Background: an optimization exercise with open tools, aiming at small area. Do not read the settings as production practice.
Where RTL was checked, it was by simulation tests only, not by an equivalence proof against the original.
Power figures rest on the tool's default switching activity, not on a simulated workload.

==> run a: inputs <==
==> flow/design.v <==
`timescale 1ns / 1ps
package bsr_pkg;
   localparam logic [7:0]  SIG_B = 8'h42;
   localparam logic [7:0]  SIG_M = 8'h4D;
   localparam logic [15:0] SCREEN_WIDTH_RST  = 16'd320;
   localparam logic [15:0] SCREEN_HEIGHT_RST = 16'd240;
   localparam logic [2:0] KIND_PIXEL      = 3'd0;
   localparam logic [2:0] KIND_BAD_SIG    = 3'd1;
   localparam logic [2:0] KIND_BAD_DEPTH  = 3'd2;
   localparam logic [2:0] KIND_OFF_SCREEN = 3'd3;
   localparam logic [2:0] KIND_BAD_OFFSET = 3'd4;
   localparam logic [1:0] PH_DONE   = 2'd0;
   localparam logic [1:0] PH_HEADER = 2'd1;
   localparam logic [1:0] PH_SKIP   = 2'd2;
   localparam logic [1:0] PH_PIXEL  = 2'd3;
endpackage
`timescale 1ns / 1ps
module bsr_csr (
   input  logic        clock,
   input  logic        reset,
   input  logic        csr_valid,
   output logic        csr_ready,
   input  logic [1:0]  csr_index,
   input  logic [15:0] csr_wdata,
   output logic [15:0] origin_x,
   output logic [15:0] origin_y,
   output logic        off_screen
);
   logic [15:0] ox_ff, oy_ff, sw_ff, sh_ff;
   assign csr_ready = 1'b1;
   always_ff @(posedge clock) begin
      if (reset) begin
         ox_ff <= '0;
         oy_ff <= '0;
         sw_ff <= bsr_pkg::SCREEN_WIDTH_RST;
         sh_ff <= bsr_pkg::SCREEN_HEIGHT_RST;
      end else if (csr_valid) begin
         case (csr_index)
            2'd0:    ox_ff <= csr_wdata;
            2'd1:    oy_ff <= csr_wdata;
            2'd2:    sw_ff <= csr_wdata;
            default: sh_ff <= csr_wdata;
         endcase
      end
   end
   assign origin_x = ox_ff;
   assign origin_y = oy_ff;
   function automatic logic ge16(input logic [15:0] a, input logic [15:0] b);
      logic ge;
      integer i;
      ge = 1'b1;
      for (i = 0; i < 16; i++) ge = (a[i] != b[i]) ? a[i] : ge;
      ge16 = ge;
   endfunction
   assign off_screen = (!ox_ff[15] && ge16(ox_ff, sw_ff)) ||
                       (!oy_ff[15] && ge16(oy_ff, sh_ff));
endmodule
`timescale 1ns / 1ps
module bsr_parser (
   input  logic        clock,
   input  logic        reset,
   input  logic        req_tvalid,
   output logic        req_tready,
   input  logic [7:0]  req_tdata,
   input  logic        req_tuser,
   output logic        rsp_tvalid,
   input  logic        rsp_tready,
   output logic [55:0] rsp_tdata,
   output logic [2:0]  rsp_tuser,
   output logic        rsp_tlast,
   input  logic [15:0] origin_x,
   input  logic [15:0] origin_y,
   input  logic        off_screen
);
   logic [1:0]  phase_ff, phase_in;
   logic [4:0]  pos_ff, pos_in;
   logic [31:0] cnt_ff, cnt_in;
   logic [15:0] wid_ff, wid_in;
   logic [15:0] col_ff, col_in;
   logic        valid_ff;
   logic        advance, emit;
   logic [7:0]  b;
   logic [16:0] low_inc;
   logic [15:0] high_inc;
   logic [16:0] high_sum;
   logic        high_cin;
   logic [15:0] height;
   logic        at_30;
   logic        off_lt30;
   logic        row_end;
   logic        is_err;
   logic [17:0] px, py;
   assign b = req_tdata;
   function automatic logic [16:0] inc16(input logic [15:0] a, input logic ci);
      logic [16:0] s;
      logic        c;
      integer      i;
      c = ci;
      for (i = 0; i < 16; i++) begin
         s[i] = a[i] ^ c;
         c    = a[i] & c;
      end
      s[16] = c;
      inc16 = s;
   endfunction
   function automatic logic [17:0] add18(input logic [15:0] a, input logic [15:0] d);
      logic [17:0] s;
      logic        c;
      integer      i;
      c = 1'b0;
      for (i = 0; i < 16; i++) begin
         s[i] = a[i] ^ d[i] ^ c;
         c    = (a[i] ^ d[i]) ? c : a[i];
      end
      s[16] = a[15] ^ c;
      s[17] = a[15] ^ (a[15] & c);
      add18 = s;
   endfunction
   assign req_tready = !valid_ff || rsp_tready;
   assign advance    = req_tvalid && req_tready;
   assign height = {col_ff[10:5], col_ff[15:14], col_ff[4:0], col_ff[13:11]};
   assign low_inc  = inc16(cnt_ff[15:0], 1'b1);
   assign high_cin = (phase_ff == bsr_pkg::PH_PIXEL) ? pos_ff[4] : (&cnt_ff[15:0]);
   assign high_sum = inc16(cnt_ff[31:16], high_cin);
   assign high_inc = high_sum[15:0];
   assign at_30    = (cnt_ff == ~32'd30);
   assign off_lt30 = (&cnt_ff[31:5]) && (cnt_ff[4:1] != 4'd0);
   assign row_end = (low_inc[15:0] == wid_ff);
   always_comb begin
      phase_in = phase_ff;
      pos_in   = pos_ff;
      cnt_in   = cnt_ff;
      wid_in   = wid_ff;
      col_in   = col_ff;
      emit     = 1'b0;
      if (req_tuser) begin
         phase_in = bsr_pkg::PH_HEADER;
         pos_in   = 5'd1;
         if (off_screen) begin
            phase_in = bsr_pkg::PH_DONE;
            emit     = 1'b1;
            pos_in   = {2'b00, bsr_pkg::KIND_OFF_SCREEN};
         end else if (b != bsr_pkg::SIG_B) begin
            phase_in = bsr_pkg::PH_DONE;
            emit     = 1'b1;
            pos_in   = {2'b00, bsr_pkg::KIND_BAD_SIG};
         end
      end else begin
         case (phase_ff)
            bsr_pkg::PH_HEADER: begin
               pos_in = pos_ff + 5'd1;
               case (pos_ff)
                  5'd1: if (b != bsr_pkg::SIG_M) begin
                     phase_in = bsr_pkg::PH_DONE;
                     emit     = 1'b1;
                     pos_in   = {2'b00, bsr_pkg::KIND_BAD_SIG};
                  end
                  5'd10: cnt_in[7:0]   = ~b;
                  5'd11: cnt_in[15:8]  = ~b;
                  5'd12: cnt_in[23:16] = ~b;
                  5'd13: cnt_in[31:24] = ~b;
                  5'd18: wid_in[7:0]   = b;
                  5'd19: wid_in[15:8]  = b;
                  5'd22: begin
                     col_in[4:0]   = b[7:3];
                     col_in[13:11] = b[2:0];
                  end
                  5'd23: begin
                     col_in[10:5]  = b[7:2];
                     col_in[15:14] = b[1:0];
                  end
                  5'd28: if (b != 8'd24) pos_in = 5'd30;
                  5'd29, 5'd30: begin
                     cnt_in = {high_inc, low_inc[15:0]};
                     pos_in = 5'b10000;
                     if (pos_ff[1] || b != 8'd0) begin
                        phase_in = bsr_pkg::PH_DONE;
                        emit     = 1'b1;
                        pos_in   = {2'b00, bsr_pkg::KIND_BAD_DEPTH};
                     end else if (off_lt30) begin
                        phase_in = bsr_pkg::PH_DONE;
                        emit     = 1'b1;
                        pos_in   = {2'b00, bsr_pkg::KIND_BAD_OFFSET};
                     end else if (wid_ff == '0 || height == '0) begin
                        phase_in = bsr_pkg::PH_DONE;
                     end else if (at_30) begin
                        phase_in      = bsr_pkg::PH_PIXEL;
                        cnt_in[31:16] = ~height;
                     end else begin
                        phase_in = bsr_pkg::PH_SKIP;
                     end
                  end
                  default: ;
               endcase
            end
            bsr_pkg::PH_SKIP: begin
               cnt_in = {high_inc, low_inc[15:0]};
               pos_in = 5'b10000;
               if (at_30) begin
                  phase_in      = bsr_pkg::PH_PIXEL;
                  cnt_in[31:16] = ~height;
               end
            end
            bsr_pkg::PH_PIXEL: begin
               if (pos_ff[3:2] != 2'd0) begin
                  pos_in[3:2] = pos_ff[3:2] - 2'd1;
               end else begin
                  case (pos_ff[1:0])
                     2'd0: begin
                        col_in[4:0] = b[7:3];
                        pos_in      = 5'b00001;
                        cnt_in      = {high_inc, pos_ff[4] ? 16'd0 : low_inc[15:0]};
                     end
                     2'd1: begin
                        col_in[10:5] = b[7:2];
                        pos_in       = 5'b00010;
                     end
                     default: begin
                        col_in[15:11] = b[7:3];
                        emit          = 1'b1;
                        pos_in        = 5'b00000;
                        if (row_end) begin
                           if (&cnt_ff[31:16]) begin
                              phase_in = bsr_pkg::PH_DONE;
                           end else begin
                              pos_in = {1'b1, wid_ff[1:0], 2'b00};
                           end
                        end
                     end
                  endcase
               end
            end
            default: ;
         endcase
      end
   end
   always_ff @(posedge clock) begin
      if (reset) begin
         phase_ff <= bsr_pkg::PH_DONE;
         valid_ff <= 1'b0;
      end else begin
         if (advance) begin
            phase_ff <= phase_in;
            valid_ff <= emit;
         end else if (rsp_tready) begin
            valid_ff <= 1'b0;
         end
      end
   end
   always_ff @(posedge clock) begin
      if (advance) begin
         pos_ff <= pos_in;
         cnt_ff <= cnt_in;
         wid_ff <= wid_in;
         col_ff <= col_in;
      end
   end
   assign is_err = (phase_ff == bsr_pkg::PH_DONE) && (pos_ff[2:0] != 3'd0);
   assign px     = add18(origin_x, cnt_ff[15:0]);
   assign py     = add18(origin_y, ~cnt_ff[31:16]);
   assign rsp_tvalid = valid_ff;
   assign rsp_tdata  = is_err ? 56'd0 : {4'd0, col_ff, py, px};
   assign rsp_tuser  = (phase_ff == bsr_pkg::PH_DONE) ? pos_ff[2:0] : 3'd0;
   assign rsp_tlast  = (phase_ff == bsr_pkg::PH_DONE) && (pos_ff[2:0] == 3'd0);
endmodule
`timescale 1ns / 1ps
module bmp24_stream_to_rgb565 (
   input  logic                  clock,
   input  logic                  reset,
   input  logic                  req_tvalid,
   output logic                  req_tready,
   input  logic [7:0]            req_tdata,    
   input  logic                  req_tuser,    
   output logic                  rsp_tvalid,
   input  logic                  rsp_tready,
   output logic [55:0]           rsp_tdata,    
   output logic [2:0]            rsp_tuser,    
   output logic                  rsp_tlast,
   input  logic                  csr_valid,
   output logic                  csr_ready,
   input  logic [1:0]            csr_index,
   input  logic [15:0]           csr_wdata
);
   logic [15:0] origin_x, origin_y;
   logic        off_screen;
   bsr_csr u_csr (
      .clock      (clock),
      .reset      (reset),
      .csr_valid  (csr_valid),
      .csr_ready  (csr_ready),
      .csr_index  (csr_index),
      .csr_wdata  (csr_wdata),
      .origin_x   (origin_x),
      .origin_y   (origin_y),
      .off_screen (off_screen)
   );
   bsr_parser u_parser (
      .clock      (clock),
      .reset      (reset),
      .req_tvalid (req_tvalid),
      .req_tready (req_tready),
      .req_tdata  (req_tdata),
      .req_tuser  (req_tuser),
      .rsp_tvalid (rsp_tvalid),
      .rsp_tready (rsp_tready),
      .rsp_tdata  (rsp_tdata),
      .rsp_tuser  (rsp_tuser),
      .rsp_tlast  (rsp_tlast),
      .origin_x   (origin_x),
      .origin_y   (origin_y),
      .off_screen (off_screen)
   );
endmodule
==> flow/flow/run.sh <==
#!/bin/bash
# The standard layout (standard.sh), with plain buf_1 cells as the port
# buffers and no CTS dummy loads; each tool's output is in orfs/logs.
export BUFFER_PORTS_ARGS="-buffer_cell sky130_fd_sc_hd__buf_1"
export CTS_ARGS="-sink_clustering_enable -repair_clock_nets -buf_list sky130_fd_sc_hd__clkbuf_8 -dont_use_dummy_load"
bash standard.sh > standard.log 2>&1
==> flow/standard.sh <==
#!/bin/bash
# synth_recipe.tcl (not shown) runs the flow's synth.tcl, then flattens the netlist and writes it again
# the make line also repeats each setting of config.mk as NAME=value (left out here)
make -C /OpenROAD-flow-scripts/flow DESIGN_CONFIG=/design/flow/config.mk WORK_HOME=/design/flow/orfs CLKGATE_MAP_FILE= SYNTH_SCRIPT=/design/flow/synth_recipe.tcl "${@:-finish}"
==> flow/config.mk <==
export PLATFORM = sky130hd
export DESIGN_NAME = bmp24_stream_to_rgb565
export DESIGN_NICKNAME = bmp24_stream_to_rgb565
export VERILOG_FILES = /design/flow/design.v
export SDC_FILE = /design/flow/constraint.sdc
export NUM_CORES = 4
export LEC_CHECK = 0
export CAP_MARGIN = 20
export CORE_MARGIN = 2
export CORE_UTILIZATION = 70
export CTS_BUF_LIST = sky130_fd_sc_hd__clkbuf_8
export SLEW_MARGIN = 20
==> flow/constraint.sdc <==
create_clock -name core_clock -period 5.0 [get_ports {clock}]
set_input_delay 1.0000 -clock core_clock [delete_from_list [all_inputs] [get_ports {clock}]]
set_output_delay 1.0000 -clock core_clock [all_outputs]
set_load 0.01 [all_outputs]
==> run b (differences from run a) <==
--- a/flow/design.v
+++ b/flow/design.v
@@ -92,2 +92,4 @@
    logic [17:0] px, py;
+   logic [8:0]  px_lo, py_lo, px_hi, py_hi;
+   logic        px_cy_ff, py_cy_ff;
    assign b = req_tdata;
@@ -95,18 +97,13 @@
       logic [16:0] s;
-      logic        c;
       integer      i;
-      c = ci;
-      for (i = 0; i < 16; i++) begin
-         s[i] = a[i] ^ c;
-         c    = a[i] & c;
-      end
-      s[16] = c;
+      for (i = 0; i < 16; i++) s[i] = a[i] ^ (ci & ((a & ((16'd1 << i) - 16'd1)) == ((16'd1 << i) - 16'd1)));
+      s[16] = ci & (&a);
       inc16 = s;
    endfunction
-   function automatic logic [17:0] add18(input logic [15:0] a, input logic [15:0] d);
-      logic [17:0] s;
-      logic        c;
-      integer      i;
-      c = 1'b0;
-      for (i = 0; i < 16; i++) begin
+   function automatic logic [8:0] add8(input logic [7:0] a, input logic [7:0] d, input logic ci);
+      logic [8:0] s;
+      logic       c;
+      integer     i;
+      c = ci;
+      for (i = 0; i < 8; i++) begin
          s[i] = a[i] ^ d[i] ^ c;
@@ -114,5 +111,4 @@
       end
-      s[16] = a[15] ^ c;
-      s[17] = a[15] ^ (a[15] & c);
-      add18 = s;
+      s[8] = c;
+      add8 = s;
    endfunction
@@ -122,3 +118,3 @@
    assign low_inc  = inc16(cnt_ff[15:0], 1'b1);
-   assign high_cin = (phase_ff == bsr_pkg::PH_PIXEL) ? pos_ff[4] : (&cnt_ff[15:0]);
+   assign high_cin = (phase_ff == bsr_pkg::PH_PIXEL) ? pos_ff[4] : low_inc[16];
    assign high_sum = inc16(cnt_ff[31:16], high_cin);
@@ -258,4 +254,14 @@
    assign is_err = (phase_ff == bsr_pkg::PH_DONE) && (pos_ff[2:0] != 3'd0);
-   assign px     = add18(origin_x, cnt_ff[15:0]);
-   assign py     = add18(origin_y, ~cnt_ff[31:16]);
+   assign px_lo = add8(origin_x[7:0], cnt_ff[7:0], 1'b0);
+   assign py_lo = add8(origin_y[7:0], ~cnt_ff[23:16], 1'b0);
+   assign px_hi = add8(origin_x[15:8], cnt_ff[15:8], px_cy_ff);
+   assign py_hi = add8(origin_y[15:8], ~cnt_ff[31:24], py_cy_ff);
+   assign px    = {origin_x[15] ^ (origin_x[15] & px_hi[8]), origin_x[15] ^ px_hi[8],
+                   px_hi[7:0], px_lo[7:0]};
+   assign py    = {origin_y[15] ^ (origin_y[15] & py_hi[8]), origin_y[15] ^ py_hi[8],
+                   py_hi[7:0], py_lo[7:0]};
+   always_ff @(posedge clock) begin
+      px_cy_ff <= px_lo[8];
+      py_cy_ff <= py_lo[8];
+   end
    assign rsp_tvalid = valid_ff;
==> flow/flow/run.sh (replaced) <==
#!/bin/bash
# Layout flow: the standard flow (standard.sh) with these changes.
#  - Synthesis runs the standard flow's synthesis script (synth_recipe.tcl) as
#    flow/synth.tcl, except that abc maps the logic with flow/map.abc (an
#    AIG resynthesis for size, then area-recovering mapping under a delay
#    target) in place of the platform's speed script, and adders are left to abc (ADDER_MAP_FILE empty) rather
#    than mapped to the library's half and full adder cells. Registers are
#    mapped before abc and are left as they are.
#  - The port buffers are plain buf_1 cells.
#  - Clock tree synthesis uses clkbuf_8 cells and
#    no dummy loads.
# Every tool writes its full log under orfs/logs; make's output goes to
# flow.log.
set -euo pipefail
F=$PWD/flow
export MY_ABC_SCRIPT=$F/map.abc
export BUFFER_PORTS_ARGS="-buffer_cell sky130_fd_sc_hd__buf_1"
export CTS_ARGS="-sink_clustering_enable -repair_clock_nets -buf_list sky130_fd_sc_hd__clkbuf_8 -dont_use_dummy_load"
sed "s#SYNTH_SCRIPT=[^ ]*#SYNTH_SCRIPT=$F/synth.tcl ADDER_MAP_FILE=#" standard.sh > flow_standard.sh
grep -q "SYNTH_SCRIPT=$F/synth.tcl" flow_standard.sh
bash flow_standard.sh > flow.log 2>&1
==> flow/flow/map.abc (new file) <==
strash
&get -n
&deepsyn -J 200 -T 600
&put
dch
amap -m -Q 0.1
topo
stime -c
==> flow/flow/synth.tcl (new file) <==
proc synth {args} { yosys synth -nofsm -noshare {*}$args }
# map with our own abc script instead of the platform's speed script
proc abc {args} {
  set i [lsearch -exact $args -script]
  if { $i >= 0 } { set args [lreplace $args [expr {$i + 1}] [expr {$i + 1}] $::env(MY_ABC_SCRIPT)] }
  yosys abc {*}$args
}
source $::env(SCRIPTS_DIR)/synth.tcl
# left out here: clear keep_hierarchy, flatten, clean up, hide names made inside functions, write 1_2_yosys.v
- CORE_UTILIZATION: 70 -> 76
==> run summary <==
quantity	run a	run b
Result of the run	finished clean	finished clean
Routed length on met2	11,500 um	10,300 um
Fmax	0.207 GHz	0.213 GHz
Clock power share	29.7%	31.9%
Buf+Inv Stages, Crit Path	2	7
Count of non-CTS buffers in the layout	116	103
Via count of the first global-routing pass	7,344	7,464
Reg-to-reg endpoint	u_parser.phase_ff[1]	u_parser.pos_ff[2]
Placed Cells	1,329	1,105
Share of total power in combinational logic	15.3%	10.5%
Power of the clock network	666 uW	681 uW
Well tap count	172	129
Number of sequential cells in the layout	136	138
Final design area excluding fillers	9750 um^2	8250 um^2
Portion of the clock cycle consumed by the worst path in the final layout	96.7%	93.8%
Final-layout non-clock buffer area share	5.57%	5.33%
Width of the chip	117 um	103 um
Share of cell area taken by flip-flops and latches	35.0%	41.9%
Total of flip-flops plus latches after synthesis	136	138
Share of the synthesized area in compound gates (AO/OA/AOI/OAI)	18.6%	28.5%
CTS Sinks	136	138
Function not checked in run a: the RTL went through the layout flow alone.

afterwards: timing with drivers on the ports:
In the flow no input, the clock included, has a driving cell. The finished layouts below were timed again as built, in two steps. Step 1 sets driving cells, clkbuf_16 on the clock port and buf_2 on the other inputs (assumed; they add their load-dependent delay and slew). Step 2 moves the port delays by t, midway between the first and last clock arrival at a register: inputs arrive t later, outputs are due t later. That takes back most of the time a late clock gives input paths. a / b / c = no drivers / after step 1 / after step 2; a / b = the first two.
| run | t (ns) | setup WS [ns] | hold slack, ns |
|---|---|---|---|
| run a | 0.486 | 0.164 / 0.124 / 0.210 | 0.458 / 0.458 / 0.458 |
| run b | 0.474 | 0.312 / 0.312 / 0.312 | 0.475 / 0.475 / 0.475 |
After both steps every run listed still meets setup and hold.
